From an optimization exercise on the open Yosys and OpenROAD flow, aimed at small area and few clock cycles per item; shortcuts taken in it are not production practice. Function was checked by simulation only, so behaviour that the tests miss may differ from the original.

Design str_dot_top, start of the top module:
module str_dot_top (
    input  logic               clk,
    input  logic               rst,
    input  logic [63:0]        in_a,
    input  logic [63:0]        in_b,
    input  logic               in_last,
    input  logic               in_valid,
    output logic               in_ready,
    output logic signed [14:0] out_dot,
    output logic signed [10:0] out_sum,
    output logic               out_last,
    output logic               out_valid,
    input  logic               out_ready
);
    logic [27:0] dot_d_q;
    wire  [27:0] dot_d_n = {c1436, c1434, s1435, c1432, s1431, c1420, s1419, c1349, s1391, c1347, s1348, c1290, i1350, s1289, c1216, i1291, s1215, c1128, s1127, c1028, c920, s1027, c918, s919, c1444, s1443, s1440, s1437};
    logic [10:0] sum_d_q;
    wire  [10:0] sum_d_n = {sum_d_f[10], sum_d_f[9], sum_d_f[8], sum_d_f[7], sum_d_f[6], sum_d_f[5], sum_d_f[4], sum_d_f[3], sum_d_f[2], sum_d_f[1], sum_d_f[0]};
    wire lq1 = ~(in_a[0] & in_b[1]);
    wire lq2 = ~(in_a[0] & in_b[2]);
    wire lq3 = ~(in_a[0] & in_b[3]);
    wire lq4 = ~(in_a[1] & in_b[0]);
    wire lq5 = ~(in_a[1] & in_b[1]);
  ...
For scale: ~1200 cells after synthesis, about 41 flip-flops.
export LEC_CHECK = 0
export CAP_MARGIN = 20
export CORE_MARGIN = 2
export CORE_UTILIZATION = 70
export CTS_BUF_LIST = sky130_fd_sc_hd__clkbuf_8
export GPL_TIMING_DRIVEN = 0
export PLACE_DENSITY = 0.8
export SLEW_MARGIN = 20
export SYNTH_HIERARCHICAL = 1
create_clock -name core_clock -period 6.0 [get_ports {clk}]
standard.sh (not shown) runs the stock make flow with config.mk's settings and CLKGATE_MAP_FILE= SYNTH_SCRIPT=/design/flow/synth_recipe.tcl, a recipe that flattens the netlist after the stock synthesis.
==> flow/flow/run.sh <==
#!/bin/bash
# Standard ORFS layout (the standard.sh, unchanged synthesis), with the port
# buffers made from a small plain buffer instead of the default choice, and a
# clock tree without dummy loads.
set -euo pipefail
bash standard.sh BUFFER_PORTS_ARGS="-buffer_cell sky130_fd_sc_hd__buf_2" \
  CTS_ARGS="-sink_clustering_enable -repair_clock_nets -buf_list sky130_fd_sc_hd__clkbuf_8 -dont_use_dummy_load" \
  finish > flow.log 2>&1
Testbench counts at the start, summed over its fixed seeds: cycles 2,056, items 2,048.
Then changed:
==> flow/run.sh (new file) <==
#!/bin/bash
# synth_recipe.tcl (not shown) runs the flow's synth.tcl, then flattens the netlist and writes it again
# the make line also repeats each setting of config.mk as NAME=value (left out here)
make -C /OpenROAD-flow-scripts/flow DESIGN_CONFIG=/design/flow/config.mk WORK_HOME=/design/flow/orfs CLKGATE_MAP_FILE= SYNTH_SCRIPT=/design/flow/synth_recipe.tcl finish
SETUP_SLACK_MARGIN = 0.05   (was unset)
removed: flow/flow/run.sh
removed: flow/standard.sh
After rerunning:
- global-route usage increases by 3.6 points
- wire length climbs by about 8%
- fmax stays flat
- worst setup slack loses 7.8 ps
- via count grows by 3.1%
- count of clock-buffer cells in the layout stays the same
- die area is unchanged
Then changed:
==> flow/flow/run.sh (new file) <==
#!/bin/bash
# Standard ORFS layout (the standard.sh, unchanged synthesis), with the port
# buffers made from a small plain buffer instead of the default choice, and a
# clock tree without dummy loads.
set -euo pipefail
bash standard.sh BUFFER_PORTS_ARGS="-buffer_cell sky130_fd_sc_hd__buf_2" \
  CTS_ARGS="-sink_clustering_enable -repair_clock_nets -buf_list sky130_fd_sc_hd__clkbuf_8 -dont_use_dummy_load" \
  finish > flow.log 2>&1
==> flow/standard.sh (new file) <==
#!/bin/bash
# synth_recipe.tcl (not shown) runs the flow's synth.tcl, then flattens the netlist and writes it again
# the make line also repeats each setting of config.mk as NAME=value (left out here)
make -C /OpenROAD-flow-scripts/flow DESIGN_CONFIG=/design/flow/config.mk WORK_HOME=/design/flow/orfs CLKGATE_MAP_FILE= SYNTH_SCRIPT=/design/flow/synth_recipe.tcl "${@:-finish}"
CORE_UTILIZATION = 80   (was 70)
PLACE_DENSITY = 0.88   (was 0.8)
removed: flow/run.sh
Effect:
- The changed run ran to the end with no violations
- final area drops by 2.4%
- clock skew drops by 4.5 ps
- first-iteration DRC count climbs by 34%
Then changed:
CORE_UTILIZATION = 70   (was 80)
PLACE_DENSITY = 0.8   (was 0.88)
Synthesized cell count is unchanged.
Count of clock-buffer cells in the layout stays the same.
Core utilization decreases by 10 points.
Sequential share of layout area hardly moves.
Wire length drops by a few percent.
Area after synthesis does not change.


== trial 58 ==
str_dot_top, a different RTL version from the one above (not shown whole).
Size in the first run: about 50 flip-flops, roughly 160 I/O pins, about 15000 um2 of cells after synthesis.
clock: 6.0 ns
lec_check: 0
cap_margin: 20
core_margin: 2
core_utilization: 70
cts_buf_list: sky130_fd_sc_hd__clkbuf_8
gpl_timing_driven: 0
place_density: 0.8
setup_slack_margin: 0.05
slew_margin: 20
synth_hierarchical: 1
==> flow/flow/run.sh <==
#!/bin/bash
# Standard ORFS layout (the standard.sh, unchanged synthesis), with the port
# buffers made from a small plain buffer instead of the default choice, and a
# clock tree without dummy loads.
set -euo pipefail
bash standard.sh BUFFER_PORTS_ARGS="-buffer_cell sky130_fd_sc_hd__buf_2" \
  CTS_ARGS="-sink_clustering_enable -repair_clock_nets -buf_list sky130_fd_sc_hd__clkbuf_8 -dont_use_dummy_load" \
  finish > flow.log 2>&1
Having completed the whole flow, trial 58 delivered a layout that passed the timing, DRC and antenna checks.
Testbench counts of trial 58, summed over its fixed seeds: cycles 2,056, items 2,048.
Changes in trial 43 relative to trial 58:
# trial 58
export LEC_CHECK = 0
export CAP_MARGIN = 20
export CORE_MARGIN = 2
export CORE_UTILIZATION = 70
export CTS_BUF_LIST = sky130_fd_sc_hd__clkbuf_8
export GPL_TIMING_DRIVEN = 0
export PLACE_DENSITY = 0.8
export SETUP_SLACK_MARGIN = 0.05
export SLEW_MARGIN = 20
export SYNTH_HIERARCHICAL = 1
create_clock -name core_clock -period 6.0 [get_ports {clk}]
# trial 43
export LEC_CHECK = 0
export CAP_MARGIN = 20
export CORE_MARGIN = 2
export CORE_UTILIZATION = 40
export PLACE_DENSITY = 0.6
export SLEW_MARGIN = 20
export SYNTH_HIERARCHICAL = 1
create_clock -name core_clock -period 6.0 [get_ports {clk}]
==> flow/run.sh (new file) <==
#!/bin/bash
# synth_recipe.tcl (not shown) runs the flow's synth.tcl, then flattens the netlist and writes it again
# the make line also repeats each setting of config.mk as NAME=value (left out here)
make -C /OpenROAD-flow-scripts/flow DESIGN_CONFIG=/design/flow/config.mk WORK_HOME=/design/flow/orfs CLKGATE_MAP_FILE= SYNTH_SCRIPT=/design/flow/synth_recipe.tcl finish
removed: flow/flow/run.sh
removed: flow/standard.sh
--- outcome ---
Trial 58: full flow OK, the timing, DRC and antenna checks passed
Layout checks on trial 43: not met. Flow itself completed; violations: negative setup slack.
Trial 43 supports a lower top clock frequency than trial 58.
| met3 track utilization from global routing | trial 43 vs trial 58 | 19 points lower |
Delta(length of the first detailed-routing pass in iterations, trial 43 - trial 58) > 0
Against trial 58, trial 43 comes in 1 higher on critical path depth.
Re routed wire length: trial 58 was lower than trial 43.
Via count (trial 43 over trial 58): increase, about 2.3%
[trial 43] final period demand of the worst path rose 95 ps relative to trial 58


str_dot_top again, from the RTL that the note above started with.
clock: 6.0 ns
lec_check: 0
cap_margin: 20
core_margin: 2
core_utilization: 70
cts_buf_list: sky130_fd_sc_hd__clkbuf_8
cts_cluster_diameter: 100
cts_cluster_size: 30
gpl_timing_driven: 0
place_density: 0.8
setup_slack_margin: 0.05
slew_margin: 20
synth_hierarchical: 1
==> flow/flow/run.sh <==
#!/bin/bash
# Standard ORFS layout (the standard.sh, unchanged synthesis), with the port
# buffers made from the smallest plain buffer instead of the default choice.
set -euo pipefail
bash standard.sh BUFFER_PORTS_ARGS="-buffer_cell sky130_fd_sc_hd__buf_2" finish > flow.log 2>&1
Testbench counts at the start, summed over its fixed seeds: cycles 2,056, items 2,048.
Next try:
CORE_UTILIZATION = 60   (was 70)
CTS_CLUSTER_DIAMETER = default   (was 100)
CTS_CLUSTER_SIZE = default   (was 30)
PLACE_DENSITY = 0.7   (was 0.8)
SETUP_SLACK_MARGIN = 0.1   (was 0.05)
Effect: Routed wire length is lower slightly; cell count is higher by a few percent; design area is higher by a few percent; setup slack improves by 76 ps; register-to-register slack improves by 50 ps; synthesized cell count is unchanged; flip-flop and latch count is unchanged.


== v37 ==
Starting RTL as in the previous note.
// str_dot_top
module str_dot_top (
    input  logic               clk,
    input  logic               rst,
    input  logic [63:0]        in_a,
    input  logic [63:0]        in_b,
    input  logic               in_last,
    input  logic               in_valid,
    output logic               in_ready,
    output logic signed [14:0] out_dot,
    output logic signed [10:0] out_sum,
    output logic               out_last,
    output logic               out_valid,
    input  logic               out_ready
);
==> flow/config.mk <==
export PLATFORM = sky130hd
export DESIGN_NAME = str_dot_top
export DESIGN_NICKNAME = str_dot_top
export VERILOG_FILES = /design/flow/design.v
export SDC_FILE = /design/flow/constraint.sdc
export NUM_CORES = 4
export LEC_CHECK = 0
export CAP_MARGIN = 20
export CORE_MARGIN = 2
export CORE_UTILIZATION = 70
export CTS_BUF_LIST = sky130_fd_sc_hd__clkbuf_8
export GPL_TIMING_DRIVEN = 0
export PLACE_DENSITY = 0.8
export SETUP_SLACK_MARGIN = 0.05
export SLEW_MARGIN = 20
export SYNTH_HIERARCHICAL = 1
==> flow/constraint.sdc <==
create_clock -name core_clock -period 6.0 [get_ports {clk}]
set_input_delay 1.2000 -clock core_clock [delete_from_list [all_inputs] [get_ports {clk}]]
set_output_delay 1.2000 -clock core_clock [all_outputs]
set_load 0.01 [all_outputs]
Scripts as last shown in full above: flow/flow/run.sh
Testbench counts of v37, summed over its fixed seeds: cycles 2,056, items 2,048.
diff inputs: v37 => v12
Settings: PLACE_DENSITY now 0.6, was 0.8; CORE_UTILIZATION now 40, was 70; CTS_BUF_LIST no longer set, was sky130_fd_sc_hd__clkbuf_8; SETUP_SLACK_MARGIN no longer set, was 0.05.
==> flow/run.sh (new file) <==
#!/bin/bash
# synth_recipe.tcl (not shown) runs the flow's synth.tcl, then flattens the netlist and writes it again
# the make line also repeats each setting of config.mk as NAME=value (left out here)
make -C /OpenROAD-flow-scripts/flow DESIGN_CONFIG=/design/flow/config.mk WORK_HOME=/design/flow/orfs CLKGATE_MAP_FILE= SYNTH_SCRIPT=/design/flow/synth_recipe.tcl finish
removed: flow/flow/run.sh
removed: flow/standard.sh
--- outcome ---
v12 | stages: all done | timing, DRC, antenna: all pass
Between v12 and v37, the difference in number of port buffers is negligible.
As far as timing-limited maximum frequency is concerned, v12 and v37 perform about the same.
Going from v37 to v12, via count saw a decrease, average vias per placed instance shrank by 17%, fraction of the cycle the final worst path needs shows no meaningful change.
Compared with v37, v12 instantiates a larger number of cells.
Measured against each other, v12 and v37 differ in cell row count, the lower figure coming from v37.
Comparing well tap count for v12 and v37, the smaller number came from v37.
Setup slack in v12 is larger than in v37.
Where hold slack is concerned, v37 is outperformed by v12.

static timing again, ports no longer ideal:
The flow's constraints put no driver on any port. The routed layouts listed below were extracted and timed again, unchanged, in two steps. Step 1: set_driving_cell puts a clkbuf_16 on clk and a buf_2 on each other input, an assumption about the parent block. Step 2 moves the port delays by t, midway between the first and last clock arrival at a register: inputs arrive t later, outputs are due t later. That takes back most of the time a late clock gives input paths. a / b / c = ideal ports / drivers / drivers and shift; a / b = the first two.
run	shift t [ns]	setup WS [ns]	hold slack, ns	slew at the worst register clock pin (ns)
the first run of note 1	0.343	0.088 / 0.100 / -0.243	0.810 / 0.810 / 0.810	0.09 / 0.09
the second run of note 1	0.333	0.080 / 0.066 / -0.267	0.710 / 0.710 / 0.710	0.09 / 0.09
the third run of note 1	0.321	0.093 / 0.099 / -0.221	0.790 / 0.790 / 0.790	0.08 / 0.08
the fourth run of note 1	0.344	0.093 / 0.100 / -0.244	0.810 / 0.810 / 0.810	0.09 / 0.09
trial 58	0.348	0.028 / 0.025 / -0.323	1.042 / 1.035 / 1.083	0.11 / 0.11
trial 43	0.334	-0.067 / -0.080 / -0.414	0.988 / 0.988 / 0.988	0.07 / 0.07
the first run of note 3	0.354	0.042 / 0.047 / -0.307	1.028 / 1.021 / 1.088	0.11 / 0.11
the second run of note 3	0.335	0.118 / 0.113 / -0.222	1.034 / 1.031 / 1.034	0.09 / 0.09
v37	0.354	0.042 / 0.047 / -0.307	1.028 / 1.021 / 1.088	0.11 / 0.11
v12	0.329	0.049 / 0.049 / -0.266	1.047 / 1.047 / 1.047	0.07 / 0.07
With both steps, setup timing fails in 9 of these runs, where it was met with ideal ports. The setup slack of trial 58, which loses most, moves by -0.003 ns with the drivers and by -0.351 ns with both steps.
